What follows belongs to an exercise in optimizing a design on an open flow for small area, a short achievable clock period and few clock cycles per item; a production flow would make more cautious choices.
The RTL was checked by simulation tests, not by an equivalence proof against the original design.

==> branch cedar: inputs <==
==> flow/design.v (excerpt) <==
module sq8_dequant_vector_distance_top #(
	parameter int VALUE_WIDTH   = 32,
	parameter int FRACTION_BITS = 16
) (
	input  logic         clk,
	input  logic         arst_n,
	input  logic         s_axis_tvalid,
	output logic         s_axis_tready,
	input  logic [103:0] s_axis_tdata,
	input  logic         s_axis_tlast,    
	output logic         m_axis_tvalid,
	input  logic         m_axis_tready,
	output logic [63:0]  m_axis_tdata,    
	output logic [1:0]   m_axis_tuser,    
	input  logic         cfg_valid,
	output logic         cfg_ready,
	input  logic         cfg_index,
	input  logic [2:0]   cfg_data
);
make LEC_CHECK=0 ABC_AREA=1 CAP_MARGIN=50 CORE_MARGIN=2 CORE_UTILIZATION=40 SLEW_MARGIN=70 finish   # period 13.0 ns
run.sh (not shown) runs the stock make flow with config.mk's settings and CLKGATE_MAP_FILE= SYNTH_SCRIPT=/design/flow/synth_recipe.tcl, a recipe that flattens the netlist after the stock synthesis.
==> branch quartz: changes against branch cedar <==
==> flow/flow/run.sh (new file) <==
#!/bin/bash
set -euo pipefail
bash standard.sh SETUP_SLACK_MARGIN=8.5 finish > standard.log 2>&1
==> flow/standard.sh (new file) <==
#!/bin/bash
# synth_recipe.tcl (not shown) runs the flow's synth.tcl, then flattens the netlist and writes it again
# the make line also repeats each setting of config.mk as NAME=value (left out here)
make -C /OpenROAD-flow-scripts/flow DESIGN_CONFIG=/design/flow/config.mk WORK_HOME=/design/flow/orfs CLKGATE_MAP_FILE= SYNTH_SCRIPT=/design/flow/synth_recipe.tcl "${@:-finish}"
removed: flow/run.sh
==> notes <==
- Branch cedar went through all stages and came out clean. Branch quartz completed without violations.
- Between branch cedar and branch quartz, the lower non-clock buffer count is in branch cedar (gap 152).
- Between branch quartz and branch cedar, the lower first-iteration DRC count is in branch quartz (gap 6.5%, measured against branch cedar).
- Against branch quartz, the utilization of branch cedar is lower by 1.6 points.
- Flip-flop and latch count is the same in branch quartz and branch cedar.
- Of branch cedar and branch quartz, branch quartz has the higher register-to-register slack (gap 790 ps).
- Synthesized cell count is the same in branch quartz and branch cedar.
- Area after synthesis is the same in branch quartz and branch cedar.
==> figures <==
Status: branch cedar complete, no violations; branch quartz complete, no violations
Layout clock buffer count: branch cedar 173; branch quartz 180
Worst path arrival time: branch cedar 6140 ps; branch quartz 5360 ps
Vias per cell: branch cedar 6.01; branch quartz 6.02
Worst setup path endpoint: branch cedar p3_s[41]; branch quartz p3_c[30]
Post-cts repair resize count: branch cedar 0; branch quartz 264
Required arrival time at the worst endpoint: branch cedar 13750 ps; branch quartz 13760 ps
Final non-clock buffer share: branch cedar 4.47%; branch quartz 6.29%
Post-synthesis to final-layout area growth: branch cedar 12.7%; branch quartz 16.7%
Total iterations of the first detailed-routing run: branch cedar 10; branch quartz 7
Final Instance Count excl. Fillers: branch cedar 17700; branch quartz 17900
Number of antenna violations at the first check in global routing: branch cedar 53; branch quartz 50
Testbench counts of branch cedar, summed over its fixed seeds: cycles 14,371, vectors 384.
Testbench counts of branch quartz, summed over its fixed seeds: cycles 14,371, vectors 384.


==> inputs of try-pepper <==
Another version of the RTL of sq8_dequant_vector_distance_top (not shown whole).
clock: 13.0 ns
lec_check: 0
abc_area: 1
cap_margin: 50
core_margin: 2
core_utilization: 40
slew_margin: 70
standard.sh (not shown) runs the stock make flow with config.mk's settings and CLKGATE_MAP_FILE= SYNTH_SCRIPT=/design/flow/synth_recipe.tcl, a recipe that flattens the netlist after the stock synthesis.
==> flow/flow/run.sh <==
#!/bin/bash
set -euo pipefail
bash standard.sh SETUP_SLACK_MARGIN=8.5 finish > standard.log 2>&1
==> inputs of try-violet, as changes to try-pepper <==
==> flow/run.sh (new file) <==
#!/bin/bash
# synth_recipe.tcl (not shown) runs the flow's synth.tcl, then flattens the netlist and writes it again
# the make line also repeats each setting of config.mk as NAME=value (left out here)
make -C /OpenROAD-flow-scripts/flow DESIGN_CONFIG=/design/flow/config.mk WORK_HOME=/design/flow/orfs CLKGATE_MAP_FILE= SYNTH_SCRIPT=/design/flow/synth_recipe.tcl finish
removed: flow/flow/run.sh
removed: flow/standard.sh
==> comparison <==
try-violet went through all stages and came out clean. try-pepper completed without violations. In die area, try-violet and try-pepper do not differ. Between try-pepper and try-violet, the lower hold slack is in try-violet (gap 0.0034 ns). Register-to-register slack: try-pepper is higher than try-violet (0.40 ns). In flip-flop and latch count, try-violet and try-pepper do not differ. Against try-pepper, the critical path depth of try-violet is lower by 4. Maximum frequency: try-violet is smaller than try-pepper (about 10%). Of try-violet and try-pepper, try-violet has the higher sequential share of layout area (gap 0.88 points). Against try-pepper, the via count of try-violet is smaller by about 2.3%.
==> figures <==
| metric | try-pepper | try-violet |
|---|---|---|
| Run status | finished clean | finished clean |
| Buffers outside the clock class | 691 | 494 |
| Met3 WL | 61.6 mm | 56.5 mm |
| Start of the worst register-to-register path | p2_one[7] | p2_neg[2] |
| WHS | 0.327 ns | 0.323 ns |
| Multi-input gate share of total cell area | 55.8% | 57.0% |
| GR met1 Demand/Resource | 45.5% | 45.8% |
| Hpwl dp | 352 mm | 355 mm |
| Hold worst-path end | p3_k0 | p3_sat |
| Fraction of final layout cells sized beyond drive strength 1 | 13.1% | 8.18% |
| Detailed Route WL | 483 mm | 469 mm |
| Final instance area | 121000 um^2 | 116000 um^2 |
| Synthesis-to-layout area growth | 17.4% | 12.5% |
| Cell Count Post-Placement | 16800 | 16800 |
| Area of combinational cells with multiple inputs | 67300 um^2 | 65900 um^2 |
| Total number of H-tree levels | 4 | 3 |
| Logic depth of the worst path, buffers included | 13 | 9 |
| Worst setup path endpoint | w_yc[20] | w_yc[23] |
| R2r worst-path depth | 18 | 13 |
Testbench counts of try-pepper, summed over its fixed seeds: cycles 15,484, vectors 384.
Testbench counts of try-violet, summed over its fixed seeds: cycles 15,484, vectors 384.

[afterwards: timing with drivers on the ports]
Ports are ideal in the flow. The routed layouts listed here were re-timed in OpenROAD. Step 1: set_driving_cell puts a clkbuf_16 on clk and a buf_2 on each other input, an assumption about the parent block. Step 2 also shifts input and output timing later by t, the mid clock arrival at the registers, as if the neighbouring blocks saw the same clock. Slacks: ideal / step 1 / step 2; pairs: ideal / step 1.
run | t, ns | slack for setup (ns) | worst hold slack (ns) | worst setup path at the end | worst register clock-pin slew, ns
branch cedar | 0.938 | 7.609 / 7.609 / 7.249 | 0.326 / 0.326 / 0.326 | input to register | 0.08 / 0.08
branch quartz | 0.933 | 8.397 / 8.397 / 7.734 | 0.327 / 0.327 / 0.327 | input to register | 0.07 / 0.07
try-pepper | 0.931 | 8.090 / 8.163 / 7.231 | 0.327 / 0.327 / 0.327 | input to register | 0.07 / 0.07
try-violet | 0.893 | 7.541 / 7.604 / 6.711 | 0.323 / 0.323 / 0.323 | input to register | 0.07 / 0.07
After both steps every run listed still meets setup and hold. For try-pepper, which loses most, drivers alone change the setup slack by +0.073 ns; drivers and shift together by -0.859 ns.
